Context: an optimization exercise on an open-source flow, tuned for small area, a short achievable clock period and few clock cycles per item. The choices shown serve that exercise and are no tape-out recipe.
The RTL was checked by simulation tests, not by an equivalence proof against the original design.
Power is estimated from default activity; no workload was simulated.

==> design.v <==
package pip_pkg;
    localparam int COORD_BITS_DEFAULT  = 16;
    localparam int QUEUE_DEPTH_DEFAULT = 4;
    typedef enum logic {
        CFG_QUERY_X = 1'b0,
        CFG_QUERY_Y = 1'b1
    } t_cfg_idx;
    typedef struct packed {
        logic [16:0] du;
        logic [16:0] dv;
    } t_mag;
    typedef struct packed {
        logic [15:0] nu;     
        logic [3:0]  eu;     
        logic        su;     
        logic [15:0] nv;     
        logic [3:0]  ev;     
        logic        pv;     
    } t_vtx;
endpackage
module pip_front (
    input  logic [15:0]   i_x,
    input  logic [15:0]   i_y,
    input  logic [15:0]   i_qx,
    input  logic [15:0]   i_qy,
    output pip_pkg::t_mag o_mag
);
    assign o_mag.du = {i_x[15], i_x} - {i_qx[15], i_qx};
    assign o_mag.dv = {i_y[15], i_y} - {i_qy[15], i_qy};
endmodule
module pip_norm (
    input  pip_pkg::t_mag i_mag,
    output pip_pkg::t_vtx o_vtx
);
    logic [15:0] mu;
    logic [15:0] mv;
    logic [19:0] nu;
    logic [19:0] nv;
    function automatic logic [19:0] norm(input logic [15:0] m);
        logic [15:0] t;
        logic [3:0]  e;
        t = m;
        e = 4'd15;
        if (t[15:8] == '0) begin t = {t[7:0], 8'b0};  e[3] = 1'b0; end
        if (t[15:12] == '0) begin t = {t[11:0], 4'b0}; e[2] = 1'b0; end
        if (t[15:14] == '0) begin t = {t[13:0], 2'b0}; e[1] = 1'b0; end
        if (t[15] == 1'b0) begin t = {t[14:0], 1'b0}; e[0] = 1'b0; end
        norm = {t, e};
    endfunction
    assign mu       = i_mag.du[16] ? 16'(-i_mag.du) : i_mag.du[15:0];
    assign mv       = i_mag.dv[16] ? 16'(-i_mag.dv) : i_mag.dv[15:0];
    assign nu       = norm(mu);
    assign nv       = norm(mv);
    assign o_vtx.nu = nu[19:4];
    assign o_vtx.eu = nu[3:0];
    assign o_vtx.nv = nv[19:4];
    assign o_vtx.ev = nv[3:0];
    assign o_vtx.su = i_mag.du[16];
    assign o_vtx.pv = !i_mag.dv[16] && (i_mag.dv != '0);
endmodule
module pip_queue #(
    parameter int DEPTH = pip_pkg::QUEUE_DEPTH_DEFAULT
) (
    input  logic i_clk,
    input  logic i_rst_n,
    input  logic i_push,
    input  logic i_data,
    output logic o_valid,
    input  logic i_pop,
    output logic o_data
);
    localparam int PTR_BITS = $clog2(DEPTH);
    logic [DEPTH-1:0]    r_mem;
    logic [PTR_BITS-1:0] r_wr_ptr;
    logic [PTR_BITS-1:0] r_rd_ptr;
    logic [PTR_BITS:0]   r_count;
    logic                rd_en;
    assign o_valid = (r_count != '0);
    assign o_data  = r_mem[r_rd_ptr];
    assign rd_en   = i_pop && o_valid;
    always_ff @(posedge i_clk) begin
        if (!i_rst_n) begin
            r_wr_ptr <= '0;
            r_rd_ptr <= '0;
            r_count  <= '0;
        end else begin
            if (i_push) r_wr_ptr <= r_wr_ptr + 1'b1;
            if (rd_en)  r_rd_ptr <= r_rd_ptr + 1'b1;
            if (i_push && !rd_en) begin
                r_count <= r_count + 1'b1;
            end else if (rd_en && !i_push) begin
                r_count <= r_count - 1'b1;
            end
        end
    end
    always_ff @(posedge i_clk) begin
        if (i_push) r_mem[r_wr_ptr] <= i_data;
    end
endmodule
module pip_back #(
    parameter int M = 6
) (
    input  pip_pkg::t_vtx   i_p1,
    input  pip_pkg::t_vtx   i_p2,
    output logic            o_dec,       
    output logic            o_toggle,    
    output logic            o_t_gt,      
    output logic            o_t_lt,      
    output logic            o_t_eq,      
    output logic            o_e_p1,      
    output logic            o_e_m1,      
    output logic            o_inx_p,     
    output logic            o_inx_q,     
    output logic [2*M:0]    o_xs,        
    output logic [2*M:0]    o_ys         
);
    logic [15:0]       a;
    logic [15:0]       b;
    logic [15:0]       c;
    logic [15:0]       d;
    logic              pu1;
    logic              pu2;
    logic              su1;
    logic              su2;
    logic              straddle;
    logic              rise;
    logic              zp;
    logic              zq;
    logic              need;
    logic [4:0]        sp;
    logic [4:0]        sq;
    logic signed [5:0] ex;
    logic              e_gt;
    logic              e_lt;
    logic              gt;
    logic              lt;
    logic              e_p1;
    logic              e_m1;
    logic [2*M-1:0]    xp;
    logic [2*M-1:0]    yq;
    function automatic logic tog(input logic f_gt, input logic f_lt,
                                 input logic f_rise, input logic f_pu1, input logic f_su1,
                                 input logic f_pu2, input logic f_su2);
        if (f_rise) tog = f_pu1 ? (!f_su2 || f_gt) : (!f_su2 && f_lt);
        else        tog = f_pu2 ? (!f_su1 || f_lt) : (!f_su1 && f_gt);
    endfunction
    assign a   = i_p1.nu;
    assign b   = i_p2.nv;
    assign c   = i_p2.nu;
    assign d   = i_p1.nv;
    assign su1 = i_p1.su;
    assign su2 = i_p2.su;
    assign pu1 = !i_p1.su && i_p1.nu[15];
    assign pu2 = !i_p2.su && i_p2.nu[15];
    assign straddle = i_p1.pv != i_p2.pv;
    assign rise     = i_p2.pv;
    assign zp  = !a[15] || !b[15];
    assign zq  = !c[15] || !d[15];
    assign need = straddle && !zp && !zq &&
                  (rise ? (pu1 ? su2 : !su2) : (pu2 ? su1 : !su1));
    assign sp   = {1'b0, i_p1.eu} + {1'b0, i_p2.ev};
    assign sq   = {1'b0, i_p2.eu} + {1'b0, i_p1.ev};
    assign ex   = {1'b0, sp} - {1'b0, sq};
    assign e_gt = ex > 6'sd1;
    assign e_lt = ex < -6'sd1;
    always_comb begin
        if (zp || zq) begin
            gt = !zp;
            lt = !zq;
        end else begin
            gt = e_gt;
            lt = e_lt;
        end
    end
    assign o_dec    = !need || e_gt || e_lt;
    assign o_toggle = straddle && tog(gt, lt, rise, pu1, su1, pu2, su2);
    assign o_t_gt   = tog(1'b1, 1'b0, rise, pu1, su1, pu2, su2);
    assign o_t_lt   = tog(1'b0, 1'b1, rise, pu1, su1, pu2, su2);
    assign o_t_eq   = tog(1'b0, 1'b0, rise, pu1, su1, pu2, su2);
    assign e_p1     = ex == 6'sd1;
    assign e_m1     = ex == -6'sd1;
    assign o_e_p1   = e_p1;
    assign o_e_m1   = e_m1;
    assign o_inx_p  = (a[15-M:0] != '0) || (b[15-M:0] != '0);
    assign o_inx_q  = (c[15-M:0] != '0) || (d[15-M:0] != '0);
    pip_mul6 u_mul_p (.i_a(a[15:16-M]), .i_b(b[15:16-M]), .o_p(xp));
    pip_mul6 u_mul_q (.i_a(c[15:16-M]), .i_b(d[15:16-M]), .o_p(yq));
    assign o_xs = e_p1 ? {xp, 1'b0} : {1'b0, xp};
    assign o_ys = e_m1 ? {yq, 1'b0} : {1'b0, yq};
endmodule
module pip_cmp #(
    parameter int M = 6
) (
    input  logic [2*M:0]   i_xs,
    input  logic [2*M:0]   i_ys,
    input  logic           i_e_p1,
    input  logic           i_e_m1,
    input  logic           i_inx_p,
    input  logic           i_inx_q,
    output logic           o_gt,
    output logic           o_lt,
    output logic           o_eq
);
    localparam int TOL = (1 << (M + 1)) - 1;
    localparam logic signed [2*M+1:0] T1  = TOL;
    localparam logic signed [2*M+1:0] T2  = 2 * TOL;
    localparam logic signed [2*M+1:0] NT1 = -TOL;
    localparam logic signed [2*M+1:0] NT2 = -2 * TOL;
    localparam logic signed [2*M+1:0] Z   = 0;
    logic signed [2*M+1:0] dif;
    assign dif = {1'b0, i_xs} - {1'b0, i_ys};
    always_comb begin
        if (!i_inx_q)    o_gt = dif > Z;
        else if (i_e_m1) o_gt = dif > T2;
        else             o_gt = dif > T1;
        if (!i_inx_p)    o_lt = dif < Z;
        else if (i_e_p1) o_lt = dif < NT2;
        else             o_lt = dif < NT1;
    end
    assign o_eq = !i_inx_p && !i_inx_q && (dif == Z);
endmodule
module pip_exact (
    input  logic        i_clk,
    input  logic        i_rst_n,
    input  logic        i_start,      
    input  logic [15:0] i_a,
    input  logic [15:0] i_b,
    input  logic [15:0] i_c,
    input  logic [15:0] i_d,
    input  logic        i_e_p1,
    input  logic        i_e_m1,
    output logic        o_done,       
    output logic        o_gt,
    output logic        o_lt
);
    logic                 r_busy;
    logic                 r_done;
    logic [4:0]           r_cnt;
    logic                 r_bb;
    logic                 r_dd;
    logic signed [18:0]   r_acc;
    logic                 r_stk;
    logic [4:0]           nxt;
    logic [4:0]           ib;
    logic [4:0]           id;
    logic [31:0]          bx;
    logic [31:0]          dx;
    logic signed [18:0]   sum;
    assign nxt = r_busy ? r_cnt + 1'b1 : 5'd0;
    assign ib  = nxt - 5'(i_e_p1);
    assign id  = nxt - 5'(i_e_m1);
    assign bx  = {16'b0, i_b};
    assign dx  = {16'b0, i_d};
    assign sum = r_acc + (r_bb ? 19'(i_a) : '0) - (r_dd ? 19'(i_c) : '0);
    always_ff @(posedge i_clk) begin
        if (!i_rst_n) begin
            r_busy <= 1'b0;
            r_done <= 1'b0;
        end else if (r_busy) begin
            if (r_cnt == 5'd16) begin
                r_busy <= 1'b0;
                r_done <= 1'b1;
            end
        end else begin
            r_busy <= i_start && !r_done;
            r_done <= 1'b0;
        end
    end
    always_ff @(posedge i_clk) begin
        r_bb <= bx[ib];
        r_dd <= dx[id];
        if (r_busy) begin
            r_acc <= sum >>> 1;
            r_stk <= r_stk || sum[0];
            r_cnt <= nxt;
        end else begin
            r_acc <= '0;
            r_stk <= 1'b0;
            r_cnt <= 5'd0;
        end
    end
    assign o_done = r_done;
    assign o_gt   = !r_acc[18] && ((r_acc != '0) || r_stk);
    assign o_lt   = r_acc[18];
endmodule
module pip_mul6 (
    input  logic [5:0]   i_a,
    input  logic [5:0]   i_b,
    output logic [11:0] o_p
);
    logic pp_0_0;
    logic pp_0_1;
    logic pp_0_2;
    logic pp_0_3;
    logic pp_0_4;
    logic pp_0_5;
    logic pp_1_0;
    logic pp_1_1;
    logic pp_1_2;
    logic pp_1_3;
    logic pp_1_4;
    logic pp_1_5;
    logic pp_2_0;
    logic pp_2_1;
    logic pp_2_2;
    logic pp_2_3;
    logic pp_2_4;
    logic pp_2_5;
    logic pp_3_0;
    logic pp_3_1;
    logic pp_3_2;
    logic pp_3_3;
    logic pp_3_4;
    logic pp_3_5;
    logic pp_4_0;
    logic pp_4_1;
    logic pp_4_2;
    logic pp_4_3;
    logic pp_4_4;
    logic pp_4_5;
    logic pp_5_0;
    logic pp_5_1;
    logic pp_5_2;
    logic pp_5_3;
    logic pp_5_4;
    logic pp_5_5;
    logic s0;
    logic c0;
    logic s1;
    logic c1;
    logic s2;
    logic c2;
    logic s3;
    logic c3;
    logic s4;
    logic c4;
    logic s5;
    logic c5;
    logic s6;
    logic c6;
    logic s7;
    logic c7;
    logic s8;
    logic c8;
    logic s9;
    logic c9;
    logic s10;
    logic c10;
    logic s11;
    logic c11;
    logic s12;
    logic c12;
    logic s13;
    logic c13;
    logic s14;
    logic c14;
    logic s15;
    logic c15;
    logic s16;
    logic c16;
    logic s17;
    logic c17;
    logic s18;
    logic c18;
    logic s19;
    logic c19;
    logic [11:0] row0;
    logic [11:0] row1;
    assign pp_0_0 = i_a[0] & i_b[0];
    assign pp_0_1 = i_a[0] & i_b[1];
    assign pp_0_2 = i_a[0] & i_b[2];
    assign pp_0_3 = i_a[0] & i_b[3];
    assign pp_0_4 = i_a[0] & i_b[4];
    assign pp_0_5 = i_a[0] & i_b[5];
    assign pp_1_0 = i_a[1] & i_b[0];
    assign pp_1_1 = i_a[1] & i_b[1];
    assign pp_1_2 = i_a[1] & i_b[2];
    assign pp_1_3 = i_a[1] & i_b[3];
    assign pp_1_4 = i_a[1] & i_b[4];
    assign pp_1_5 = i_a[1] & i_b[5];
    assign pp_2_0 = i_a[2] & i_b[0];
    assign pp_2_1 = i_a[2] & i_b[1];
    assign pp_2_2 = i_a[2] & i_b[2];
    assign pp_2_3 = i_a[2] & i_b[3];
    assign pp_2_4 = i_a[2] & i_b[4];
    assign pp_2_5 = i_a[2] & i_b[5];
    assign pp_3_0 = i_a[3] & i_b[0];
    assign pp_3_1 = i_a[3] & i_b[1];
    assign pp_3_2 = i_a[3] & i_b[2];
    assign pp_3_3 = i_a[3] & i_b[3];
    assign pp_3_4 = i_a[3] & i_b[4];
    assign pp_3_5 = i_a[3] & i_b[5];
    assign pp_4_0 = i_a[4] & i_b[0];
    assign pp_4_1 = i_a[4] & i_b[1];
    assign pp_4_2 = i_a[4] & i_b[2];
    assign pp_4_3 = i_a[4] & i_b[3];
    assign pp_4_4 = i_a[4] & i_b[4];
    assign pp_4_5 = i_a[4] & i_b[5];
    assign pp_5_0 = i_a[5] & i_b[0];
    assign pp_5_1 = i_a[5] & i_b[1];
    assign pp_5_2 = i_a[5] & i_b[2];
    assign pp_5_3 = i_a[5] & i_b[3];
    assign pp_5_4 = i_a[5] & i_b[4];
    assign pp_5_5 = i_a[5] & i_b[5];
    assign s0 = pp_0_4 ^ pp_1_3;
    assign c0 = pp_0_4 & pp_1_3;
    assign s1 = pp_0_5 ^ pp_1_4 ^ pp_2_3;
    assign c1 = (pp_0_5 & pp_1_4) | (pp_0_5 & pp_2_3) | (pp_1_4 & pp_2_3);
    assign s2 = pp_3_2 ^ pp_4_1;
    assign c2 = pp_3_2 & pp_4_1;
    assign s3 = pp_1_5 ^ pp_2_4 ^ pp_3_3;
    assign c3 = (pp_1_5 & pp_2_4) | (pp_1_5 & pp_3_3) | (pp_2_4 & pp_3_3);
    assign s4 = pp_4_2 ^ pp_5_1;
    assign c4 = pp_4_2 & pp_5_1;
    assign s5 = pp_2_5 ^ pp_3_4 ^ pp_4_3;
    assign c5 = (pp_2_5 & pp_3_4) | (pp_2_5 & pp_4_3) | (pp_3_4 & pp_4_3);
    assign s6 = pp_0_3 ^ pp_1_2;
    assign c6 = pp_0_3 & pp_1_2;
    assign s7 = s0 ^ pp_2_2 ^ pp_3_1;
    assign c7 = (s0 & pp_2_2) | (s0 & pp_3_1) | (pp_2_2 & pp_3_1);
    assign s8 = s1 ^ s2 ^ pp_5_0;
    assign c8 = (s1 & s2) | (s1 & pp_5_0) | (s2 & pp_5_0);
    assign s9 = s3 ^ s4 ^ c1;
    assign c9 = (s3 & s4) | (s3 & c1) | (s4 & c1);
    assign s10 = s5 ^ pp_5_2 ^ c3;
    assign c10 = (s5 & pp_5_2) | (s5 & c3) | (pp_5_2 & c3);
    assign s11 = pp_3_5 ^ pp_4_4 ^ pp_5_3;
    assign c11 = (pp_3_5 & pp_4_4) | (pp_3_5 & pp_5_3) | (pp_4_4 & pp_5_3);
    assign s12 = pp_0_2 ^ pp_1_1;
    assign c12 = pp_0_2 & pp_1_1;
    assign s13 = s6 ^ pp_2_1 ^ pp_3_0;
    assign c13 = (s6 & pp_2_1) | (s6 & pp_3_0) | (pp_2_1 & pp_3_0);
    assign s14 = s7 ^ pp_4_0 ^ c6;
    assign c14 = (s7 & pp_4_0) | (s7 & c6) | (pp_4_0 & c6);
    assign s15 = s8 ^ c0 ^ c7;
    assign c15 = (s8 & c0) | (s8 & c7) | (c0 & c7);
    assign s16 = s9 ^ c2 ^ c8;
    assign c16 = (s9 & c2) | (s9 & c8) | (c2 & c8);
    assign s17 = s10 ^ c4 ^ c9;
    assign c17 = (s10 & c4) | (s10 & c9) | (c4 & c9);
    assign s18 = s11 ^ c5 ^ c10;
    assign c18 = (s11 & c5) | (s11 & c10) | (c5 & c10);
    assign s19 = pp_4_5 ^ pp_5_4 ^ c11;
    assign c19 = (pp_4_5 & pp_5_4) | (pp_4_5 & c11) | (pp_5_4 & c11);
    assign row0 = {1'b0, pp_5_5, s19, s18, s17, s16, s15, s14, s13, s12, pp_0_1, pp_0_0};
    assign row1 = {1'b0, c19, c18, c17, c16, c15, c14, c13, c12, pp_2_0, pp_1_0, 1'b0};
    assign o_p  = row0 + row1;
endmodule
module point_in_polygon_crossing_test #(
    parameter int COORD_BITS  = pip_pkg::COORD_BITS_DEFAULT,
    parameter int QUEUE_DEPTH = pip_pkg::QUEUE_DEPTH_DEFAULT
) (
    input  logic                  i_clk,
    input  logic                  i_rst_n,
    input  logic                  i_cfg_we,
    input  logic                  i_cfg_idx,
    input  logic [COORD_BITS-1:0] i_cfg_data,
    input  logic                  i_valid,
    output logic                  o_ready,
    input  logic [COORD_BITS-1:0] i_vertex_x,
    input  logic [COORD_BITS-1:0] i_vertex_y,
    input  logic                  i_last_vertex,
    output logic                  o_valid,
    input  logic                  i_ready,
    output logic                  o_inside_res
);
    localparam int OWE_BITS = $clog2(QUEUE_DEPTH + 1);
    logic [COORD_BITS-1:0] r_query_x;
    logic [COORD_BITS-1:0] r_query_y;
    logic                  hold;
    logic                  r_ready;
    logic                  accept;
    logic                  r_open;
    logic [OWE_BITS-1:0]   r_owed;
    logic [OWE_BITS-1:0]   n_owed;
    logic                  pop;
    pip_pkg::t_mag         f_mag;
    logic                  r_in_v;
    pip_pkg::t_mag         r_in;
    logic                  r_in_first;
    logic                  r_in_last;
    pip_pkg::t_vtx         in_vtx;
    logic                  r_cur_v;
    logic                  r_cur_first;
    logic                  r_cur_last;
    pip_pkg::t_vtx         r_cur;
    pip_pkg::t_vtx         r_prev;
    logic                  r_prev_first;
    pip_pkg::t_vtx         r_first;
    logic                  r_close;
    pip_pkg::t_vtx         e_p2;
    logic                  edge_en;
    logic                  e_dec;
    logic                  e_toggle;
    logic                  e_t_gt;
    logic                  e_t_lt;
    logic                  e_t_eq;
    logic                  e_p1;
    logic                  e_m1;
    logic                  e_inx_p;
    logic                  e_inx_q;
    logic [12:0]           e_xs;
    logic [12:0]           e_ys;
    logic                  r2_v;
    logic                  r2_close;
    logic                  r2_dec;
    logic                  r2_toggle;
    logic                  r2_t_gt;
    logic                  r2_t_lt;
    logic                  r2_t_eq;
    logic                  r2_e_p1;
    logic                  r2_e_m1;
    logic                  r2_inx_p;
    logic                  r2_inx_q;
    logic [12:0]           r2_xs;
    logic [12:0]           r2_ys;
    logic [15:0]           r2_a;
    logic [15:0]           r2_d;
    logic                  c_gt;
    logic                  c_lt;
    logic                  c_eq;
    logic                  undec;
    logic                  x_done;
    logic                  x_gt;
    logic                  x_lt;
    logic                  toggle;
    logic                  r_parity;
    always_ff @(posedge i_clk) begin
        if (!i_rst_n) begin
            r_query_x <= '0;
            r_query_y <= '0;
        end else if (i_cfg_we) begin
            case (i_cfg_idx)
                pip_pkg::CFG_QUERY_X: r_query_x <= i_cfg_data;
                pip_pkg::CFG_QUERY_Y: r_query_y <= i_cfg_data;
                default: ;
            endcase
        end
    end
    assign o_ready = r_ready && !(r2_v && !r2_dec);
    assign accept  = i_valid && o_ready;
    assign pop     = o_valid && i_ready;
    assign n_owed  = r_owed + OWE_BITS'(accept && i_last_vertex) - OWE_BITS'(pop);
    always_ff @(posedge i_clk) begin
        if (!i_rst_n) begin
            r_ready <= 1'b1;
            r_owed  <= '0;
            r_open  <= 1'b0;
        end else begin
            r_ready <= (n_owed < OWE_BITS'(QUEUE_DEPTH));
            r_owed  <= n_owed;
            if (accept) r_open <= !i_last_vertex;
        end
    end
    pip_front u_front (
        .i_x   (i_vertex_x),
        .i_y   (i_vertex_y),
        .i_qx  (r_query_x),
        .i_qy  (r_query_y),
        .o_mag (f_mag)
    );
    always_ff @(posedge i_clk) begin
        if (!hold) begin
            r_in       <= f_mag;
            r_in_first <= !r_open;
            r_in_last  <= i_last_vertex;
        end
    end
    pip_norm u_norm (
        .i_mag (r_in),
        .o_vtx (in_vtx)
    );
    always_ff @(posedge i_clk) begin
        if (!hold) begin
            r_cur       <= in_vtx;
            r_cur_first <= r_in_first;
            r_cur_last  <= r_in_last;
        end
    end
    always_ff @(posedge i_clk) begin
        if (!hold) begin
            if (r_cur_v) r_prev <= r_cur;
            if (r_prev_first) r_first <= r_prev;
        end
    end
    always_ff @(posedge i_clk) begin
        if (!i_rst_n) begin
            r_in_v       <= 1'b0;
            r_cur_v      <= 1'b0;
            r_prev_first <= 1'b0;
            r_close      <= 1'b0;
        end else if (!hold) begin
            r_in_v  <= accept;
            r_cur_v <= r_in_v;
            if (r_cur_v) r_prev_first <= r_cur_first;
            r_close <= r_cur_v && r_cur_last;
        end
    end
    assign e_p2    = r_close ? r_first : r_cur;
    assign edge_en = r_close ? !r_prev_first : (r_cur_v && !r_cur_first);
    pip_back u_back (
        .i_p1     (r_prev),
        .i_p2     (e_p2),
        .o_dec    (e_dec),
        .o_toggle (e_toggle),
        .o_t_gt   (e_t_gt),
        .o_t_lt   (e_t_lt),
        .o_t_eq   (e_t_eq),
        .o_e_p1   (e_p1),
        .o_e_m1   (e_m1),
        .o_inx_p  (e_inx_p),
        .o_inx_q  (e_inx_q),
        .o_xs     (e_xs),
        .o_ys     (e_ys)
    );
    always_ff @(posedge i_clk) begin
        if (!i_rst_n) begin
            r2_v <= 1'b0;
        end else if (!hold) begin
            r2_v <= edge_en || r_close;
        end
    end
    always_ff @(posedge i_clk) begin
        if (!hold) begin
            r2_close  <= r_close;
            r2_dec    <= !edge_en || e_dec;
            r2_toggle <= edge_en && e_toggle;
            r2_t_gt   <= e_t_gt;
            r2_t_lt   <= e_t_lt;
            r2_t_eq   <= e_t_eq;
            r2_e_p1   <= e_p1;
            r2_e_m1   <= e_m1;
            r2_inx_p  <= e_inx_p;
            r2_inx_q  <= e_inx_q;
            r2_xs     <= e_xs;
            r2_ys     <= e_ys;
            r2_a      <= r_prev.nu;
            r2_d      <= r_prev.nv;
        end
    end
    pip_cmp u_cmp (
        .i_xs    (r2_xs),
        .i_ys    (r2_ys),
        .i_e_p1  (r2_e_p1),
        .i_e_m1  (r2_e_m1),
        .i_inx_p (r2_inx_p),
        .i_inx_q (r2_inx_q),
        .o_gt    (c_gt),
        .o_lt    (c_lt),
        .o_eq    (c_eq)
    );
    assign undec = r2_v && !r2_dec && !c_gt && !c_lt && !c_eq;
    assign hold = undec && !x_done;
    pip_exact u_exact (
        .i_clk   (i_clk),
        .i_rst_n (i_rst_n),
        .i_start (undec),
        .i_a     (r2_a),
        .i_b     (r2_close ? r_first.nv : r_prev.nv),
        .i_c     (r2_close ? r_first.nu : r_prev.nu),
        .i_d     (r2_d),
        .i_e_p1  (r2_e_p1),
        .i_e_m1  (r2_e_m1),
        .o_done  (x_done),
        .o_gt    (x_gt),
        .o_lt    (x_lt)
    );
    always_comb begin
        if (r2_dec)      toggle = r2_toggle;
        else if (x_done) toggle = x_gt ? r2_t_gt : (x_lt ? r2_t_lt : r2_t_eq);
        else             toggle = c_gt ? r2_t_gt : (c_lt ? r2_t_lt : r2_t_eq);
    end
    always_ff @(posedge i_clk) begin
        if (!i_rst_n) begin
            r_parity <= 1'b0;
        end else if (!hold && r2_v) begin
            r_parity <= r2_close ? 1'b0 : (r_parity ^ toggle);
        end
    end
    pip_queue #(
        .DEPTH   (QUEUE_DEPTH)
    ) u_queue (
        .i_clk   (i_clk),
        .i_rst_n (i_rst_n),
        .i_push  (!hold && r2_v && r2_close),
        .i_data  (r_parity ^ toggle),
        .o_valid (o_valid),
        .i_pop   (i_ready),
        .o_data  (o_inside_res)
    );
endmodule
==> run.sh <==
#!/bin/bash
# synth_recipe.tcl (not shown) runs the flow's synth.tcl, then flattens the netlist and writes it again
# the make line also repeats each setting of config.mk as NAME=value (left out here)
make -C /OpenROAD-flow-scripts/flow DESIGN_CONFIG=/design/flow/config.mk WORK_HOME=/design/flow/orfs CLKGATE_MAP_FILE= SYNTH_SCRIPT=/design/flow/synth_recipe.tcl finish
==> config.mk <==
export PLATFORM = sky130hd
export DESIGN_NAME = point_in_polygon_crossing_test
export DESIGN_NICKNAME = point_in_polygon_crossing_test
export VERILOG_FILES = /design/flow/design.v
export SDC_FILE = /design/flow/constraint.sdc
export NUM_CORES = 4
export LEC_CHECK = 0
export ABC_AREA = 1
export CAP_MARGIN = 20
export CORE_MARGIN = 2
export CORE_UTILIZATION = 40
export SETUP_SLACK_MARGIN = 5
export SLEW_MARGIN = 20
==> constraint.sdc <==
create_clock -name core_clock -period 10.0 [get_ports {i_clk}]
set_input_delay 2.0000 -clock core_clock [delete_from_list [all_inputs] [get_ports {i_clk}]]
set_output_delay 2.0000 -clock core_clock [all_outputs]
set_load 0.01 [all_outputs]
==> metrics.md, run 1 <==
| Metric | Value |
|---|---|
| Status | timing/DRC/antenna clean |
| Synth top area cells | edfxtp_1 35%, nand2_1 9.2%, dfxtp_1 7.8% |
| Antenna Nets Post-Route | 0 |
| Kind of start point of the critical path | flop |
| Post-synth EDFFs | 236 |
| Depth of the worst hold-timing path | 0 |
| Most common flop cell mapped by yosys | edfxtp_1 |
| Final Cell Area | 0.0226 mm^2 |
| Clock Path Buffers | 3 |
| CP max stage cell | o21ai_0 |
| CTS sink cnt | 314 |
| LEAKAGE | 10.2 nW |
| Top Usage Layer GRT | met2 |
| VDD IR max | 0.000136 V |
| Worst Hold Path EP | r_cur_first$_DFFE_PN_ |
| Total congestion overflow | 0 |
| Latest clock arrival within the worst-skew pair | 0.55 ns |
| HP Class | reg -> reg |
| Fill cell count | 4,782 |
| Initial DRC count | 775 |
| Placement Setup Slack | 4.73 ns |
| FP Rows | 81 |
| Final Hold Viols | 0 |
| Rel. slew slack | 29.0% |
| Library cells used by synthesis | 60 |
| Slew Limit Fails | 0 |
| Cell family with most CP delay | compound AO/OA/AOI/OAI gates |
| Post-synth top area cell | edfxtp_1 |
| RePlAce Congestion | 0.886 |
| Layout cell share with drive strength beyond 1 | 6.07% |
| Ys Warns | 6 |
| DRC Markers | 0 |
| Vias after detailed routing | 15,300 |
| Fin nets | 2,644 |
| Final setup margin | 5.38 ns |
| Clock transition at path regs | 0.06 ns |
| Async S/R FF share, synth | 0% |
| Worst EP arrival | 4.90 ns |
| Final core occ | 46.0% |
| Total wire length | 45.0 mm |
| GR Util met2 | 30.6% |
| Vias in the first global route | 14,900 |
| FF/Latch Area | 0.00865 mm^2 |
| Reg2reg path depth | 19 |
| Placed Instance Area | 0.0213 mm^2 |
| Worst-Margin Slew | 1.05 ns |
| IO buf count | 57 |
| Reg-to-Reg End | r2_xs[11]$_DFFE_PN_ |
| Final Skew | 0.0188 ns |
| Fmax | 217 MHz |
| WP data required | 10.28 ns |
| Crit Path Class | reg -> reg |
| GR Layer Usage met3 | 2.79% |
| RSZ-0062 raised after global routing | true |
| Syn nets | 2,580 |
| CTS tree | yes |
| Max-cap violations | 0 |
| Die Footprint | 0.0518 mm^2 |
| Root buffer cell | clkbuf_16 |
| Multi-input logic area | 0.00958 mm^2 |
| Synth-to-Final Area Change | 12.9% |
| Gr usage total | 17.6% |
| Number of H-tree levels | 2 |
| Leading cell types by count after synthesis | 490 x nand2_1, 395 x inv_1, 236 x edfxtp_1, 202 x nor2_1, 158 x a21oi_1 |
| Power Total | 6.90 mW |
| Inserted Clock Buffers | 37 |
| Core ar. | 0.0492 mm^2 |
| Final TNS setup | 0 ns |
| Chip height | 228 um |
| Die extent in x | 228 um |
| Fin crit share | 46.2% |
| Router iterations before antenna repair | 5 |
| Synth Cell Area | 0.0200 mm^2 |
| Min cycle time layout | 4.62 ns |
| Worst setup EP type | flop |
| Largest net degree at the start of global routing | 69 |
| Most frequent cell after synthesis | nand2_1 |
| Reg2reg start | r_close$_SDFFE_PN0N_ |
| ANT cells | 0 |
| # setup viols final | 0 |
| Initial core utilization | 40.7% |
| Initial antenna violation count | 2 |
| Flop2flop setup slack | 5.38 ns |
| FF+latch count, synth | 314 |
| Routed length per instance | 14.5 um |
| Global-route wire length before repair | 72.9 mm |
| Post-DR vias/cell | 4.93 |
| Seq/Total Area, Yosys | 43.2% |
| CP max FO | 9 |
| Hold Startpoint | r_in_first$_DFFE_PN_ |
| Cells after Synth | 2,346 |
| Buffers plus inverters on the worst setup path | 4 |
| Worst path cell trace | buf_12 -> o21ai_0 -> nor2_1 -> ha_1 -> inv_1 -> fa_1 -> fa_1 -> inv_1 -> ha_1 -> a21oi_1 -> inv_1 -> a31oi_1 -> o21ai_0 -> a21oi_1 -> o21bai_1 -> nand2_1 -> nand2_1 -> a21oi_1 -> o21ai_0 |
| CP peak stage delay | 0.66 ns |
| Avg Inst Size Synth | 8.53 um^2 |
| Pwr per Cell Area | 305 mW/mm^2 |
| Yosys top cell area share | 35.4% |
| M1 GR Usage | 21.5% |
| # IOs | 58 |
| DP Wirelength | 35.0 mm |
-- repair_timing --
action                                  CTS  global route
gates resized for setup                   1             3
endpoints found under the setup margin    4           122
buffers inserted                          0             5
cloned                                    0             1
pin swaps                                 0             0
hold buffers                              0             0
-- stage by stage --
step | hold WS (ns) | std cells
2_1_floorplan | 0.400 | 2346
3_3_place_gp | 0.403 | 3029
3_5_place_dp | 0.416 | 3029
4_1_cts | 0.430 | 3096
5_1_grt | 0.438 | 3102
6_report | 0.427 | 3102
-- layer usage --
| layer | wire length [um] | up-vias |
|---|---|---|
| met4 | 1880 | 4 |
| met5 | 27 | - |
| met3 | 1970 | 112 |
| met2 | 21400 | 340 |
| li1 | - | 7794 |
| met1 | 19700 | 7030 |
-- report_power, final --
part           switching (mW)  internal [mW]  leakage [nW]
Sequential              0.168           1.80          3.00
Combinational            2.23           1.30          6.63
Clock                   0.538          0.853         0.605
Total                    2.94           3.96          10.2
-- cell usage in the layout (no fill, tap or decap), types with 26 or more instances in the layout --
master           netlist  layout
nand2_1              490     490
inv_1                395     394
edfxtp_1             236     236
nor2_1               202     200
a21oi_1              158     158
o21ai_0              151     150
ha_1                 118     118
nand3_1              101     101
dfxtp_1               78      77
xor2_1                61      61
fa_1                  61      61
clkdlybuf4s50_1        0      57
clkbuf_16              0      38
nand4_1               26      26
-- worst max-delay path by stage --
stage | to | from | slack (ns) | cells after the start
after global placement | r_in[16]$_DFFE_PN_ | i_vertex_y[0] | 4.89 | 16
after floorplan | r_in_v$_SDFFE_PN0N_ | r2_ys[0]$_SDFFCE_PP0N_ | 5.07 | 18
after detailed placement | r2_ys[11]$_DFFE_PN_ | r_close$_SDFFE_PN0N_ | 4.73 | 19
after global routing | u_queue.r_count[1]$_SDFFE_PN0P_ | r2_xs[0]$_SDFFCE_PP0N_ | 4.91 | 24
final | r2_xs[11]$_DFFE_PN_ | r_close$_SDFFE_PN0N_ | 5.38 | 19
after CTS | r2_ys[11]$_DFFE_PN_ | r_close$_SDFFE_PN0N_ | 5.01 | 18
-- layout make-up --
| class | count | area share [%] |
|---|---|---|
| inverter | 417 | 6.97 |
| sequential | 314 | 38.3 |
| multi-input combinational | 1568 | 42.4 |
| timing repair inverter | 1 | 0.0222 |
| clock inverter | 14 | 0.931 |
| clock buffer | 53 | 4.59 |
| tap | 664 | 3.68 |
| timing repair buffer | 71 | 3.06 |
-- cell families after synthesis --
logic type                 count (synthesis)  synth area share (%)
AOI/OAI and AO/OA                        384                  10.5
xor gates and xnor gates                  76                  3.33
adders and majority gates                179                  13.5
buffers and inverters                    464                  8.96
DFF                                      314                  43.2
muxes                                     13                 0.650
and+or+nand+nor                          916                  19.8
-- registers in the layout (all words and copies together), names as in the netlist, 2 cells and up --
signal / flops
u_exact.r_cnt: 5
r_prev: 42
u_queue.r_mem: 4
r_query_y: 16
r_cur: 42
r2_ys: 13
u_queue.r_wr_ptr: 2
r2_d: 16
r2_xs: 13
r_first: 42
u_queue.r_rd_ptr: 2
r_owed: 3
u_queue.r_count: 3
r_in: 34
r2_a: 16
u_exact.r_acc: 18
r_query_x: 16
Testbench counts, summed over its fixed seeds: cycles 15,713, vertices 14,293.
==> run 2, diff against run 1 <==
--- a/config.mk
+++ b/config.mk
@@ -9,5 +9,6 @@
 export CAP_MARGIN = 20
 export CORE_MARGIN = 2
 export CORE_UTILIZATION = 40
+export CTS_BUF_LIST = sky130_fd_sc_hd__clkbuf_4 sky130_fd_sc_hd__clkbuf_8
 export SETUP_SLACK_MARGIN = 5
 export SLEW_MARGIN = 20
==> metrics.md, run 2 <==
| Metric | Value |
|---|---|
| Synth top area cells | edfxtp_1 35%, nand2_1 9.2%, dfxtp_1 7.8% |
| Worst setup EP type | flop |
| Final non-filler cell total | 3,137 (+1.1%) |
| Avg Inst Size Synth | 8.53 um^2 (unchanged) |
| FF/Latch Area | 0.00865 mm^2 (unchanged) |
| Final Hold Viols | 0 (unchanged) |
| Depth of the worst hold-timing path | 0 (unchanged) |
| Worst-Margin Slew | 1.08 ns (+0.0253 ns) |
| Commonest non-fill, non-tap cell in the layout | nand2_1 |
| Compound-Gate Fraction of Synth Area | 10.5% (unchanged) |
| Cell family with most CP delay | compound AO/OA/AOI/OAI gates |
| WP data required | 10.38 ns (+0.10 ns) |
| Clock Path Buffers | 3 (unchanged) |
| Synth Cell Area | 0.0200 mm^2 (unchanged) |
| Seq/Total Area, Yosys | 43.2% (unchanged) |
| DP Wirelength | 35.0 mm (unchanged) |
| Reg-to-Reg End | r2_xs[11]$_DFFE_PN_ |
| Buffers plus inverters on the worst setup path | 4 (unchanged) |
| Root buffer cell | clkbuf_8 |
| FF+latch count, synth | 314 (unchanged) |
| Worst Hold Path EP | r_cur_first$_DFFE_PN_ |
| FP Rows | 81 (unchanged) |
| Layout cell share with drive strength beyond 1 | 7.89% (+1.8 points) |
| Cells after Synth | 2,346 (unchanged) |
| CP max FO | 6 (-3) |
| Combinational family with the most area after synthesis | simple AND/OR/NAND/NOR gates |
| # setup viols final | 0 (unchanged) |
| Post-DR vias/cell | 4.91 (-0.28%) |
| Inserted Clock Buffers | 54 (+46%) |
| RSZ-0062 raised after global routing | true |
| Kind of start point of the critical path | flop |
| Final TNS setup | 0 ns (unchanged) |
| Fin crit share | 46.4% (+0.27 points) |
| Most frequent cell after synthesis | nand2_1 |
| Min cycle time layout | 4.64 ns (+0.0269 ns) |
| Die Footprint | 0.0518 mm^2 (unchanged) |
| IO buf count | 57 (unchanged) |
| Pwr per Cell Area | 301 mW/mm^2 (-1.6%) |
| Initial antenna violation count | 2 (unchanged) |
| Die extent in x | 228 um (unchanged) |
| Synth-to-Final Area Change | 12.7% |
| Vias after detailed routing | 15,400 (+0.84%) |
| # IOs | 58 (unchanged) |
| Core ar. | 0.0492 mm^2 (unchanged) |
| Vias in the first global route | 15,100 (+1.2%) |
| ANT cells | 0 (unchanged) |
| Fill cell count | 4,814 (+0.67%) |
| Hold Startpoint | r_in_first$_DFFE_PN_ |
| Synth Area in XOR/XNOR | 3.33% (unchanged) |
| Global-route wire length before repair | 73.4 mm (+0.62%) |
| Number of H-tree levels | 2 (unchanged) |
| HP Class | reg -> reg |
| LEAKAGE | 10.3 nW (+0.44%) |
| CTS sink cnt | 314 (unchanged) |
| CP peak stage delay | 0.72 ns (+0.06 ns) |
| Simple-gate share of the synthesized area | 19.8% (unchanged) |
| Clock transition at path regs | 0.06 ns (about the same) |
| Most frequent cells in the layout | 490 x nand2_1, 394 x inv_1, 236 x edfxtp_1 |
| RePlAce Congestion | 0.886 (unchanged) |
| Antenna Nets Post-Route | 0 (unchanged) |
| Slew Limit Fails | 0 (unchanged) |
| Placed cells | 3,029 (unchanged) |
| Ys Warns | 6 (unchanged) |
| Reg2reg start | r_close$_SDFFE_PN0N_ |
| Mux share of post-synthesis cell area | 0.650% (unchanged) |
| Async S/R FF share, synth | 0% (unchanged) |
| Fin nets | 2,662 (+0.68%) |
| CP max stage cell | o21ai_0 |
| Latest clock arrival within the worst-skew pair | 0.65 ns (+0.10 ns) |
| Initial DRC count | 879 (+13%) |
| CTS tree | yes |
| Status | timing/DRC/antenna clean |
| Chip height | 228 um (unchanged) |
| Library cells used by synthesis | 60 (unchanged) |
| Largest net degree at the start of global routing | 69 (unchanged) |
| Total wire length | 45.0 mm (-0.11%) |
| DRC Markers | 0 (unchanged) |
| Crit Path Class | reg -> reg |
| Most common flop cell mapped by yosys | edfxtp_1 |
| Fmax | 215 MHz (-0.58%) |
| Post-synth EDFFs | 236 (unchanged) |
| VDD IR max | 0.000133 V (-2.1%) |
| Multi-input logic area | 0.00958 mm^2 (unchanged) |
| Leading cell types by count after synthesis | 490 x nand2_1, 395 x inv_1, 236 x edfxtp_1, 202 x nor2_1, 158 x a21oi_1 |
| Worst EP arrival | 5.02 ns (+0.12 ns) |
| Reg2reg path depth | 19 (unchanged) |
| Gr usage total | 17.7% (+0.085 points) |
| Largest regs | r_cur x42, r_first x42, r_prev x42 |
| Post-synth top area cell | edfxtp_1 |
| Flop2flop setup slack | 5.36 ns (-0.03 ns) |
| Rel. slew slack | 27.3% (-1.7 points) |
| Final Skew | 0.0437 ns (+0.0248 ns) |
| Router iterations before antenna repair | 5 (unchanged) |
| Initial core utilization | 40.7% (unchanged) |
| Syn nets | 2,580 (unchanged) |
| Yosys top cell area share | 35.4% (unchanged) |
| Total congestion overflow | 0 (unchanged) |
| Synth Area in Adders | 13.5% (unchanged) |
| Max-cap violations | 0 (unchanged) |
| Worst path cell trace | buf_4 -> o21ai_0 -> nor2_1 -> ha_1 -> inv_1 -> fa_1 -> fa_1 -> inv_1 -> ha_1 -> a21oi_1 -> inv_1 -> a31oi_1 -> o21ai_0 -> a21oi_1 -> o21bai_1 -> nand2_1 -> nand2_1 -> a21oi_1 -> o21ai_0 |
| Routed length per instance | 14.3 um (-1.2%) |
## run 2: cell counts after synthesis
No cell type changed its count.
## run 2: area by class of cell
class                           count  area share (%)
Tap cell                          664            3.69
Clock buffer                       84            4.63
Clock inverter                     17           0.738
Sequential cell                   314            38.4
Multi-Input combinational cell   1568            42.5
Timing Repair Buffer               72            3.05
Timing Repair inverter              1          0.0222
Inverter                          417            6.99
## run 2: where the power goes
group	leakage [nW]	switching [mW]	internal (mW)
Clock	0.648	0.536	0.743
Combinational	6.63	2.23	1.30
Sequential	3.00	0.167	1.80
Total	10.3	2.93	3.85
## run 2: worst max path at each step
stage / start / to / slack, ns / depth (start not counted)
2_1_floorplan: r2_ys[0]$_SDFFCE_PP0N_ / r_in_v$_SDFFE_PN0N_ / 5.07 / 18
5_1_grt: r2_xs[0]$_SDFFCE_PP0N_ / u_queue.r_count[1]$_SDFFE_PN0P_ / 4.93 / 24
4_1_cts: r_close$_SDFFE_PN0N_ / r2_ys[11]$_DFFE_PN_ / 5.01 / 18
3_5_place_dp: r_close$_SDFFE_PN0N_ / r2_ys[11]$_DFFE_PN_ / 4.73 / 19
3_3_place_gp: i_vertex_y[0] / r_in[16]$_DFFE_PN_ / 4.89 / 16
6_report: r_close$_SDFFE_PN0N_ / r2_xs[11]$_DFFE_PN_ / 5.36 / 19
## run 2: routing by layer
layer	routed length (um)	vias up	share of wire (%)	global-route usage [%]
met1	19600	7099	44	21.4
met4	1730	4	3.9	7.42
met3	2080	117	4.6	3.48
li1	-	7841	-	-
met5	24	-	0.053	0
met2	21500	348	48	30.6
## run 2: worst reg2reg max path, stage by stage, from the launching register on
cell and delay [ns]:
dfxtp_4 0.36, buf_4 0.16, o21ai_0 0.72, nor2_1 0.09
ha_1 0.31, inv_1 0.05, fa_1 0.50, fa_1 0.55
inv_1 0.04, ha_1 0.33, a21oi_1 0.15, inv_1 0.05
a31oi_1 0.22, o21ai_0 0.18, a21oi_1 0.18, o21bai_1 0.11
nand2_1 0.07, nand2_1 0.05, a21oi_1 0.19, o21ai_0 0.10
## run 2: cell families after synthesis
family                     count (synthesis)
and+or+nand+nor                          916
adders and majority gates                179
AOI/OAI and AO/OA                        384
muxes                                     13
DFF                                      314
buffers and inverters                    464
xor gates and xnor gates                  76
## run 2: repair_timing
item | 4_1_cts | 5_1_grt
endpoints found under the setup margin | 4 | 122
hold buffers | 0 | 0
endpoints found under the hold margin | 0 | 0
cloned | 0 | 1
resized for setup | 1 | 3
buffers inserted | 0 | 6
## run 2: per-stage QoR
step                      util [%]  hold WS [ns]  power (mW)  cell area [um^2]  setup slack, ns
after floorplan                  -         0.400        4.73             20000             5.07
after CTS                     45.8         0.431        6.83             22500             5.01
after global placement        43.3         0.403        5.44             21300             4.89
after detailed placement      43.3         0.416        5.52             21300             4.73
final                         45.9         0.428        6.78             22500             5.36
after global routing          45.9         0.440        7.48             22500             4.93
==> run 3, diff against run 2 <==
==> flow/run.sh (new file) <==
#!/bin/bash
set -e
CFG=${FLOW_CONFIG:-config.mk}
MARGIN=$(cat flow/margin.txt)
grep -v '^export SETUP_SLACK_MARGIN' "$CFG" > config.mk.new
echo "export SETUP_SLACK_MARGIN = ${MARGIN}" >> config.mk.new
cat config.mk.new > "$CFG"
bash standard.sh > standard.log 2>&1
==> flow/margin.txt (new file) <==
5.6
==> standard.sh (new file) <==
#!/bin/bash
# synth_recipe.tcl (not shown) runs the flow's synth.tcl, then flattens the netlist and writes it again
# the make line also repeats each setting of config.mk as NAME=value (left out here)
make -C /OpenROAD-flow-scripts/flow DESIGN_CONFIG=/design/flow/config.mk WORK_HOME=/design/flow/orfs CLKGATE_MAP_FILE= SYNTH_SCRIPT=/design/flow/synth_recipe.tcl "${@:-finish}"
--- a/config.mk
+++ b/config.mk
@@ -9,6 +9,5 @@
 export CAP_MARGIN = 20
 export CORE_MARGIN = 2
 export CORE_UTILIZATION = 40
-export CTS_BUF_LIST = sky130_fd_sc_hd__clkbuf_4 sky130_fd_sc_hd__clkbuf_8
-export SETUP_SLACK_MARGIN = 5
 export SLEW_MARGIN = 20
+export SETUP_SLACK_MARGIN = 5.6
removed: run.sh
==> metrics.md, run 3 <==
| Metric | Value |
|---|---|
| Status | timing/DRC/antenna clean |
| Worst setup EP type | flop |
| Gr usage total | 17.6% (-0.065 points) |
| Fin nets | 2,651 (-0.41%) |
| Slew Limit Fails | 0 (unchanged) |
| Seq/Total Area, Yosys | 43.2% (unchanged) |
| Initial DRC count | 702 (-20%) |
| HP Class | reg -> reg |
| Layout cell share with drive strength beyond 1 | 8.09% (+0.21 points) |
| Synth-to-Final Area Change | 14.4% |
| Leading cell types by count after synthesis | 490 x nand2_1, 395 x inv_1, 236 x edfxtp_1, 202 x nor2_1, 158 x a21oi_1 |
| Latest clock arrival within the worst-skew pair | 0.56 ns (-0.09 ns) |
| Inserted Clock Buffers | 37 (-31%) |
| RSZ-0062 raised after global routing | true |
| IO buf count | 57 (unchanged) |
| LEAKAGE | 10.3 nW (+0.49%) |
| Final core occ | 46.6% (+0.73 points) |
| Clock transition at path regs | 0.06 ns (about the same) |
| Post-DR vias/cell | 4.87 (-0.76%) |
| DP Wirelength | 34.7 mm (-0.79%) |
| RePlAce Congestion | 0.917 (+3.5%) |
| CP max FO | 2 (-4) |
| Clock Path Buffers | 3 (unchanged) |
| Async S/R FF share, synth | 0% (unchanged) |
| Root buffer cell | clkbuf_16 |
| FP Rows | 81 (unchanged) |
| WP data required | 10.28 ns (-0.10 ns) |
| Syn nets | 2,580 (unchanged) |
| Crit path from | i_vertex_y[0] |
| Most frequent cell after synthesis | nand2_1 |
| Total wire length | 44.9 mm (-0.16%) |
| Post-synth EDFFs | 236 (unchanged) |
| Most common flop cell mapped by yosys | edfxtp_1 |
| VDD IR max | 0.000135 V (+1.0%) |
| CP dominant cell by count | a21oi_1 |
| Final TNS setup | 0 ns (unchanged) |
| Hold_buf cts | 0 (unchanged) |
| Worst path cell trace | clkdlybuf4s50_1 -> inv_1 -> ha_1 -> fa_2 -> o21ai_2 -> nand2_1 -> nand2_1 -> a21oi_1 -> o21ai_2 -> a21boi_1 -> o21ai_1 -> a21oi_1 -> o21bai_1 -> a21oi_1 -> nand3_1 -> o21ai_0 |
| Yosys top cell area share | 35.4% (unchanged) |
| FF/Latch Area | 0.00865 mm^2 (unchanged) |
| Core ar. | 0.0492 mm^2 (unchanged) |
| Final Hold Viols | 0 (unchanged) |
| Ys Warns | 6 (unchanged) |
| Die Footprint | 0.0518 mm^2 (unchanged) |
| FF+latch count, synth | 314 (unchanged) |
| Largest net degree at the start of global routing | 88 (+28%) |
| Number of H-tree levels | 2 (unchanged) |
| Fmax | 236 MHz (+9.6%) |
| Most frequent cells in the layout | 488 x nand2_1, 390 x inv_1, 236 x edfxtp_1 |
| CTS tree | yes |
| Min cycle time layout | 4.23 ns (-0.408 ns) |
| Antenna Nets Post-Route | 0 (unchanged) |
| Initial antenna violation count | 1 (-1) |
| Post-synth top area cell | edfxtp_1 |
| Router iterations before antenna repair | 5 (unchanged) |
| Routed length per instance | 14.4 um (+0.71%) |
| Synth top area cells | edfxtp_1 35%, nand2_1 9.2%, dfxtp_1 7.8% |
| Crit Path Class | in -> reg |
| Library cells used by synthesis | 60 (unchanged) |
| CP peak stage delay | 0.45 ns (-0.27 ns) |
| Worst EP arrival | 4.51 ns (-0.51 ns) |
| Chip height | 228 um (unchanged) |
| Vias after detailed routing | 15,200 (-1.6%) |
| Final Skew | 0.0284 ns (-0.0152 ns) |
| Fill cell count | 4,741 (-1.5%) |
| Max-cap violations | 0 (unchanged) |
| # IOs | 58 (unchanged) |
| Reg2reg start | r_close$_SDFFE_PN0N_ |
| Avg Inst Size Synth | 8.53 um^2 (unchanged) |
| Pwr per Cell Area | 308 mW/mm^2 (+2.3%) |
| Commonest non-fill, non-tap cell in the layout | nand2_1 |
| # setup viols final | 0 (unchanged) |
| Hold Startpoint | r_in_first$_DFFE_PN_ |
| DRC Markers | 0 (unchanged) |
| Rel. slew slack | 42.8% (+15 points) |
| Die extent in x | 228 um (unchanged) |
| Largest regs | r_cur x42, r_first x42, r_prev x42 |
| Worst-Margin Slew | 0.856 ns (-0.220 ns) |
| Synth Cell Area | 0.0200 mm^2 (unchanged) |
| Kind of start point of the critical path | input pin |
| ANT cells | 0 (unchanged) |
| Initial core utilization | 40.7% (unchanged) |
| Vias in the first global route | 14,800 (-1.8%) |
| Fin crit share | 42.3% (-4.1 points) |
| CTS sink cnt | 314 (unchanged) |
| CP max stage cell | clkdlybuf4s50_1 |
| Global-route wire length before repair | 72.8 mm (-0.81%) |
| Buffers plus inverters on the worst setup path | 2 (-2) |
| Total congestion overflow | 0 (unchanged) |
| Cells after Synth | 2,346 (unchanged) |
| Multi-input logic area | 0.00977 mm^2 (+1.9%) |
| Cell family with most CP delay | compound AO/OA/AOI/OAI gates |
run 3: layout make-up:
class / count / share of cell area, %
repair inverters: 1 / 0.0219
clock buffers: 55 / 4.79
flip-flops and latches: 314 / 37.8
repair buffers: 78 / 3.33
inverters: 417 / 6.91
multi-input cells: 1568 / 42.7
well taps: 664 / 3.63
clock inverters: 13 / 0.885
run 3: logic make-up after synthesis:
group | synth area share (%)
buffers and inverters | 8.96
AND/OR/NAND/NOR | 19.8
AO/OA/AOI/OAI | 10.5
adder cells (fa/ha/maj) | 13.5
XOR/XNOR | 3.33
flip-flops | 43.2
multiplexers | 0.650
run 3: per-layer routing:
layer | vias up | track usage (%) | share of wire [%]
li1 | 7832 | - | -
met1 | 6978 | 21.3 | 43
met2 | 261 | 31.1 | 49
met3 | 87 | 3.50 | 4.4
met4 | 2 | 6.35 | 3.6
met5 | - | 0 | 0.029
run 3: power breakdown:
group / internal [mW] / total [mW] / switching, mW
Clock: 0.870 / 1.41 / 0.535
Sequential: 1.80 / 1.97 / 0.167
Combinational: 1.40 / 3.67 / 2.27
run 3: what timing repair did:
| action | 4_1_cts | 5_1_grt |
|---|---|---|
| buffers inserted | 4 | 9 |
| pin swaps | 0 | 4 |
| endpoints found under the setup margin | 95 | 97 |
| gates cloned | 0 | 1 |
| gates resized for setup | 13 | 53 |
run 3: metrics by stage:
stage / instance area, um^2 / hold slack (ns) / power, mW / worst slack, ns / instances
after floorplan: 20000 / 0.400 / 4.74 / 5.18 / 2346
after global placement: 21300 / 0.402 / 5.44 / 4.91 / 3028
after detailed placement: 21300 / 0.406 / 5.53 / 4.84 / 3028
after CTS: 22600 / 0.420 / 6.98 / 5.60 / 3100
after global routing: 22900 / 0.438 / 7.73 / 5.50 / 3110
final: 22900 / 0.422 / 7.04 / 5.77 / 3110
run 3: final timing paths:
check                     endpoint  slack (ns)  depth (start not counted)
max             r_in[16]$_DFFE_PN_        5.77                         16
min          r_cur_first$_DFFE_PN_        0.42                          0
max reg2reg    r2_ys[11]$_DFFE_PN_        5.81                         16
min reg2reg  r_cur_first$_DFFE_PN_        0.42                          0
==> run 4, diff against run 3 <==
==> flow/margin.txt (replaced) <==
5.9
--- a/config.mk
+++ b/config.mk
@@ -10,4 +10,4 @@
 export CORE_MARGIN = 2
 export CORE_UTILIZATION = 40
 export SLEW_MARGIN = 20
-export SETUP_SLACK_MARGIN = 5.6
+export SETUP_SLACK_MARGIN = 5.9
==> metrics.md, run 4 <==
| Metric | Value |
|---|---|
| Placed cells | 3,030 (+0.066%) |
| LEAKAGE | 10.5 nW (+1.8%) |
| CP max FO | 5 (+3) |
| RePlAce Congestion | 0.891 (-2.9%) |
| RSZ-0062 raised after global routing | true |
| Most common flop cell mapped by yosys | edfxtp_1 |
| Latest clock arrival within the worst-skew pair | 0.56 ns (about the same) |
| Router iterations before antenna repair | 5 (unchanged) |
| Kind of start point of the critical path | flop |
| Largest net degree at the start of global routing | 78 (-11%) |
| Global-route wire length before repair | 73.7 mm (+1.2%) |
| Final Skew | 0.0246 ns (-0.00380 ns) |
| IO buf count | 57 (unchanged) |
| Post-synth EDFFs | 236 (unchanged) |
| Ys Warns | 6 (unchanged) |
| Final Hold Viols | 0 (unchanged) |
| Worst EP arrival | 4.39 ns (-0.12 ns) |
| Worst-Margin Slew | 0.911 ns (+0.0550 ns) |
| Synth-to-Final Area Change | 17.4% |
| Post-DR vias/cell | 4.90 (+0.60%) |
| Worst setup EP type | flop |
| Commonest non-fill, non-tap cell in the layout | nand2_1 |
| Post-synth top area cell | edfxtp_1 |
| VDD IR max | 0.000177 V (+32%) |
| Chip height | 228 um (unchanged) |
| Routed length per instance | 14.6 um (+1.0%) |
| Final non-filler cell total | 3,137 (+0.87%) |
| Final TNS setup | 0 ns (unchanged) |
| Core ar. | 0.0492 mm^2 (unchanged) |
| Total wire length | 45.7 mm (+1.9%) |
| DP Wirelength | 34.5 mm (-0.78%) |
| Pwr per Cell Area | 314 mW/mm^2 (+2.1%) |
| CP dominant cell by count | fa_1 |
| Worst path cell trace | buf_12 -> clkinvlp_4 -> or2_4 -> o21ai_4 -> nor2_2 -> fa_1 -> fa_1 -> fa_1 -> ha_4 -> a21oi_2 -> o21ai_2 -> nand3_1 -> nand2_2 -> a21oi_2 -> nor2_1 -> nor2_1 -> xor2_1 -> o21ai_1 |
| ANT cells | 0 (unchanged) |
| FP Rows | 81 (unchanged) |
| Die Footprint | 0.0518 mm^2 (unchanged) |
| Vias after detailed routing | 15,400 (+1.5%) |
| Status | timing/DRC/antenna clean |
| Crit path from | r_close$_SDFFE_PN0N_ |
| Min cycle time layout | 4.10 ns (-0.134 ns) |
| Avg Inst Size Synth | 8.53 um^2 (unchanged) |
| Layout cell share with drive strength beyond 1 | 11.4% (+3.3 points) |
| Total congestion overflow | 0 (unchanged) |
| Cell family with most CP delay | adder cells |
| WP data required | 10.29 ns (about the same) |
| Number of H-tree levels | 2 (unchanged) |
| Cells after Synth | 2,346 (unchanged) |
| Clock Path Buffers | 3 (unchanged) |
| DRC Markers | 0 (unchanged) |
| Inserted Clock Buffers | 37 (unchanged) |
| Rel. slew slack | 38.5% (-4.3 points) |
| Largest regs | r_cur x42, r_first x42, r_prev x42 |
| Fin nets | 2,679 (+1.1%) |
| Yosys top cell area share | 35.4% (unchanged) |
| # setup viols final | 0 (unchanged) |
| Synth top area cells | edfxtp_1 35%, nand2_1 9.2%, dfxtp_1 7.8% |
| Root buffer cell | clkbuf_16 |
| Clock transition at path regs | 0.06 ns (about the same) |
| Fill cell count | 4,621 (-2.5%) |
| Leading cell types by count after synthesis | 490 x nand2_1, 395 x inv_1, 236 x edfxtp_1, 202 x nor2_1, 158 x a21oi_1 |
| Crit Path Class | reg -> reg |
| Initial DRC count | 634 (-9.7%) |
| Slew Limit Fails | 0 (unchanged) |
| Library cells used by synthesis | 60 (unchanged) |
| CTS tree | yes |
| # IOs | 58 (unchanged) |
| Gr usage total | 17.7% (+0.082 points) |
| Most frequent cells in the layout | 485 x nand2_1, 384 x inv_1, 236 x edfxtp_1 |
| CP peak stage delay | 0.58 ns (+0.13 ns) |
| FF+latch count, synth | 314 (unchanged) |
| Fmax | 244 MHz (+3.3%) |
| Hold Startpoint | r_in_first$_DFFE_PN_ |
| Max-cap violations | 0 (unchanged) |
| HP Class | reg -> reg |
| Most frequent cell after synthesis | nand2_1 |
| Synth Cell Area | 0.0200 mm^2 (unchanged) |
| CTS sink cnt | 314 (unchanged) |
| CP max stage cell | fa_1 |
| Initial antenna violation count | 1 (unchanged) |
| Reg2reg start | r_close$_SDFFE_PN0N_ |
| Fin crit share | 41.0% (-1.3 points) |
| Seq/Total Area, Yosys | 43.2% (unchanged) |
| Antenna Nets Post-Route | 0 (unchanged) |
| Initial core utilization | 40.7% (unchanged) |
| Die extent in x | 228 um (unchanged) |
| Buffers plus inverters on the worst setup path | 2 (unchanged) |
| Power Total | 7.38 mW (+4.7%) |
| Async S/R FF share, synth | 0% (unchanged) |
| Syn nets | 2,580 (unchanged) |
| Vias in the first global route | 14,900 (+0.36%) |
| Final core occ | 47.8% (+1.2 points) |
## run 4: cell counts after synthesis
No cell type changed its count.
## run 4: worst paths after layout
path                      endpoint  slack (ns)  depth (start not counted)
max            r2_ys[10]$_DFFE_PN_        5.90                         18
min          r_cur_first$_DFFE_PN_        0.42                          0
max reg2reg    r2_ys[10]$_DFFE_PN_        5.90                         18
min reg2reg  r_cur_first$_DFFE_PN_        0.42                          0
## run 4: kinds of logic (layout without fill, tap and decap cells)
group / count (synthesis) / after routing / synth area share, %
AOI/OAI and AO/OA: 384 / 384 / 10.5
xor gates and xnor gates: 76 / 76 / 3.33
adders and majority gates: 179 / 179 / 13.5
buffers and inverters: 464 / 591 / 8.96
DFF: 314 / 314 / 43.2
muxes: 13 / 13 / 0.650
and+or+nand+nor: 916 / 916 / 19.8
## run 4: through the flow
stage                     setup slack [ns]  cell area [um^2]  hold WS, ns
after global placement                4.94             21400        0.405
after detailed placement              4.74             21400        0.405
after CTS                             5.74             22800        0.419
final                                 5.90             23500        0.422
after floorplan                       5.18             20100        0.400
after global routing                  5.69             23500        0.425
## run 4: final cells by class
type | count | area (um^2) | area share (%)
clock buffer | 56 | 1110 | 4.72
clock inverter | 11 | 114 | 0.485
inverter | 417 | 1590 | 6.78
multi-input combinational | 1568 | 10100 | 43.1
sequential | 314 | 8650 | 36.8
tap | 664 | 831 | 3.54
timing repair buffer | 107 | 1080 | 4.58
## run 4: where the power goes
group	switching, mW	internal [mW]
logic	2.44	1.62
clock network	0.544	0.798
registers	0.170	1.80
total	3.16	4.22
## run 4: metal layers
layer  global-route usage [%]  part of all wire [%]  up-vias
met2                     31.5                    50      245
met3                     2.69                   3.5       84
met5                        0                 0.028        -
li1                         -                     -     7878
met1                     22.0                    44     7174
met4                     5.57                   2.9        2
## run 4: repair_timing
action / CTS / global route
gates resized for setup: 36 / 114
setup endpoints to repair: 114 / 112
cloned: 1 / 0
hold buffers: 0 / 0
pin swaps: 6 / 53
setup buffers: 12 / 27
## run 4: worst reg2reg max path, delay by kind of cell (launching register included)
family | cells | cell delay, ns
compound gates | 5 | 0.55
flops | 1 | 0.40
xor+xnor | 1 | 0.21
fa+ha+maj | 4 | 1.82
simple gates | 6 | 0.65
buf+inv | 2 | 0.24
==> run 5, diff against run 4 <==
==> flow/margin.txt (replaced) <==
6.2
--- a/config.mk
+++ b/config.mk
@@ -10,4 +10,4 @@
 export CORE_MARGIN = 2
 export CORE_UTILIZATION = 40
 export SLEW_MARGIN = 20
-export SETUP_SLACK_MARGIN = 5.9
+export SETUP_SLACK_MARGIN = 6.2
==> metrics.md, run 5 <==
| Metric | Value |
|---|---|
| Worst path cell trace | buf_12 -> buf_16 -> buf_8 -> o21ai_4 -> nor2_2 -> fa_1 -> fa_1 -> fa_1 -> ha_4 -> nand2_2 -> o21ai_2 -> nand3_1 -> nand2_2 -> a21oi_2 -> o21ai_2 -> xor2_1 -> nand2_1 -> o21ai_2 |
| Layout cell share with drive strength beyond 1 | 17.1% (+5.8 points) |
| Cell family with most CP delay | adder cells |
| Placed Instance Area | 0.0216 mm^2 (+1.1%) |
| Avg Inst Size Synth | 8.53 um^2 (unchanged) |
| Final TNS setup | 0 ns (unchanged) |
| Most common flop cell mapped by yosys | edfxtp_1 |
| Router iterations before antenna repair | 5 (unchanged) |
| Chip height | 228 um (unchanged) |
| DRC Markers | 0 (unchanged) |
| HP Class | reg -> reg |
| Syn nets | 2,580 (unchanged) |
| Crit Path Class | reg -> reg |
| CP peak stage delay | 0.54 ns (-0.04 ns) |
| Leading cell types by count after synthesis | 490 x nand2_1, 395 x inv_1, 236 x edfxtp_1, 202 x nor2_1, 158 x a21oi_1 |
| Vias in the first global route | 15,600 (+4.5%) |
| Min cycle time layout | 4.16 ns (+0.0565 ns) |
| Root buffer cell | clkbuf_16 |
| Post-synth EDFFs | 236 (unchanged) |
| Ys Warns | 6 (unchanged) |
| Fill cell count | 4,529 (-2.0%) |
| Fin crit share | 41.6% (+0.57 points) |
| Initial core utilization | 40.7% (unchanged) |
| IO buf count | 57 (unchanged) |
| # setup viols final | 0 (unchanged) |
| Die Footprint | 0.0518 mm^2 (unchanged) |
| Post-DR vias/cell | 4.97 (+1.3%) |
| Antenna Nets Post-Route | 0 (unchanged) |
| Status | timing/DRC/antenna clean |
| RSZ-0062 raised after global routing | true |
| # IOs | 58 (unchanged) |
| Total congestion overflow | 0 (unchanged) |
| RePlAce Congestion | 0.880 (-1.2%) |
| Async S/R FF share, synth | 0% (unchanged) |
| Routed length per instance | 15.0 um (+3.0%) |
| Global-route wire length before repair | 76.8 mm (+4.2%) |
| Largest regs | r_cur x42, r_first x42, r_prev x42 |
| Die extent in x | 228 um (unchanged) |
| CP max stage cell | fa_1 |
| Placement Setup Slack | 4.99 ns (+0.243 ns) |
| FP Rows | 81 (unchanged) |
| Buffers plus inverters on the worst setup path | 3 (+1) |
| Clock transition at path regs | 0.06 ns (about the same) |
| Number of H-tree levels | 2 (unchanged) |
| Fin nets | 2,736 (+2.1%) |
| Final setup margin | 5.84 ns (-0.0565 ns) |
| Power Total | 8.00 mW (+8.4%) |
| CTS sink cnt | 314 (unchanged) |
| Max-cap violations | 0 (unchanged) |
| Cells after Synth | 2,346 (unchanged) |
| Most frequent cell after synthesis | nand2_1 |
| Rel. slew slack | 41.7% (+3.2 points) |
| Gr usage total | 18.5% (+0.81 points) |
| Worst EP arrival | 4.54 ns (+0.15 ns) |
| Final Skew | 0.0158 ns (-0.00878 ns) |
| VDD IR max | 0.000196 V (+11%) |
| Clock Path Buffers | 3 (unchanged) |
| Commonest non-fill, non-tap cell in the layout | nand2_1 |
| Pwr per Cell Area | 326 mW/mm^2 (+3.7%) |
| WP data required | 10.38 ns (+0.09 ns) |
| Slew Limit Fails | 0 (unchanged) |
| Final Cell Area | 0.0246 mm^2 (+4.6%) |
| Latest clock arrival within the worst-skew pair | 0.55 ns (about the same) |
| Final core occ | 50.0% (+2.2 points) |
| Most frequent cells in the layout | 466 x nand2_1, 375 x inv_1, 236 x edfxtp_1 |
| Hold_buf cts | 0 (unchanged) |
| Largest net degree at the start of global routing | 87 (+12%) |
| Initial DRC count | 803 (+27%) |
| Total wire length | 48.0 mm (+5.0%) |
| Core ar. | 0.0492 mm^2 (unchanged) |
| Synth-to-Final Area Change | 22.7% |
| CTS tree | yes |
| FF+latch count, synth | 314 (unchanged) |
| Kind of start point of the critical path | flop |
| Worst-Margin Slew | 0.872 ns (-0.0383 ns) |
| CP max FO | 5 (unchanged) |
| Library cells used by synthesis | 60 (unchanged) |
| Fmax | 241 MHz (-1.4%) |
| Seq/Total Area, Yosys | 43.2% (unchanged) |
| Worst setup EP type | flop |
| Yosys top cell area share | 35.4% (unchanged) |
| Inserted Clock Buffers | 37 (unchanged) |
| Synth top area cells | edfxtp_1 35%, nand2_1 9.2%, dfxtp_1 7.8% |
| Vias after detailed routing | 15,900 (+3.2%) |
| Initial antenna violation count | 2 (+1) |
| LEAKAGE | 10.9 nW (+3.8%) |
| Synth Cell Area | 0.0200 mm^2 (unchanged) |
| DP Wirelength | 34.5 mm (+0.26%) |
| Final Hold Viols | 0 (unchanged) |
| Post-synth top area cell | edfxtp_1 |
-- run 5: cell counts after synthesis --
No cell type changed its count.
-- run 5: final cells by class --
| type | count | area [um^2] | area share, % |
|---|---|---|---|
| multi-input cells | 1568 | 10600 | 43.2 |
| flip-flops and latches | 314 | 8650 | 35.2 |
| repair buffers | 161 | 1620 | 6.58 |
| inverters | 417 | 1610 | 6.56 |
| clock buffers | 53 | 1100 | 4.47 |
| well taps | 664 | 831 | 3.38 |
| clock inverters | 15 | 120 | 0.489 |
| repair inverters | 3 | 20.0 | 0.0815 |
| diodes | 2 | 5.00 | 0.0204 |
-- run 5: cells by family (layout without fill, tap and decap cells) --
family / after synthesis / in the layout / synth area share [%]
AO/OA/AOI/OAI: 384 / 384 / 10.5
XOR/XNOR: 76 / 76 / 3.33
buffers and inverters: 464 / 649 / 8.96
flip-flops: 314 / 314 / 43.2
multiplexers: 13 / 13 / 0.650
adder cells (fa/ha/maj): 179 / 179 / 13.5
other: 0 / 2 / 0
AND/OR/NAND/NOR: 916 / 916 / 19.8
-- run 5: path summary, 6_finish.rpt --
path | from | end | slack (ns) | depth (start not counted)
setup reg to reg | r_close$_SDFFE_PN0N_ | r2_xs[10]$_DFFE_PN_ | 5.84 | 18
hold / removal | r_in_last$_DFFE_PN_ | r_cur_last$_DFFE_PN_ | 0.43 | 0
hold reg to reg | r_in_last$_DFFE_PN_ | r_cur_last$_DFFE_PN_ | 0.43 | 0
setup / recovery | r_close$_SDFFE_PN0N_ | r2_xs[10]$_DFFE_PN_ | 5.84 | 18
-- run 5: per-layer routing --
metal / vias to the layer above / GRT usage, % / part of all wire (%)
li1: 8003 / - / -
met1: 7454 / 23.2 / 44
met2: 349 / 32.8 / 49
met3: 76 / 2.85 / 4.6
met4: 0 / 5.44 / 2.5
met5: - / 0 / 0
-- run 5: power breakdown --
part,switching [mW],total (mW),internal [mW]
registers,0.170,1.97,1.80
logic,2.74,4.67,1.93
clock network,0.543,1.36,0.815
-- run 5: through the flow --
stage	cells	hold slack, ns
after detailed placement	3028	0.416
after global placement	3028	0.402
after global routing	3196	0.443
final	3197	0.429
after CTS	3155	0.429
after floorplan	2346	0.400
-- run 5: timing repair --
action | CTS | global route
gates cloned | 5 | 4
pin swaps | 53 | 115
gates resized for setup | 107 | 143
setup endpoints to repair | 171 | 142
setup buffers | 54 | 36

-- port drivers added, routing unchanged --
How much do the figures lean on ideal ports? The routed layouts below were timed once more, with nothing changed but the port constraints.
Step 1, drivers: a clkbuf_16 drives i_clk and a buf_2 each remaining input, both assumed.
Step 2, shift: input delay + t, output delay - t, t = (earliest + latest rising clock arrival at the registers) / 2. This alone moves slack from input paths to output paths.
Three values: no drivers, after step 1, after step 2; two values: the first two.
| run | t (ns) | setup WS [ns] |
|---|---|---|
| run 1 | 0.593 | 5.385 / 5.385 / 4.821 |
| run 2 | 0.680 | 5.358 / 5.358 / 4.813 |
| run 3 | 0.599 | 5.765 / 5.797 / 5.198 |
| run 4 | 0.599 | 5.900 / 5.900 / 5.393 |
| run 5 | 0.592 | 5.843 / 5.843 / 5.761 |
After both steps setup and hold are still met in every run listed.
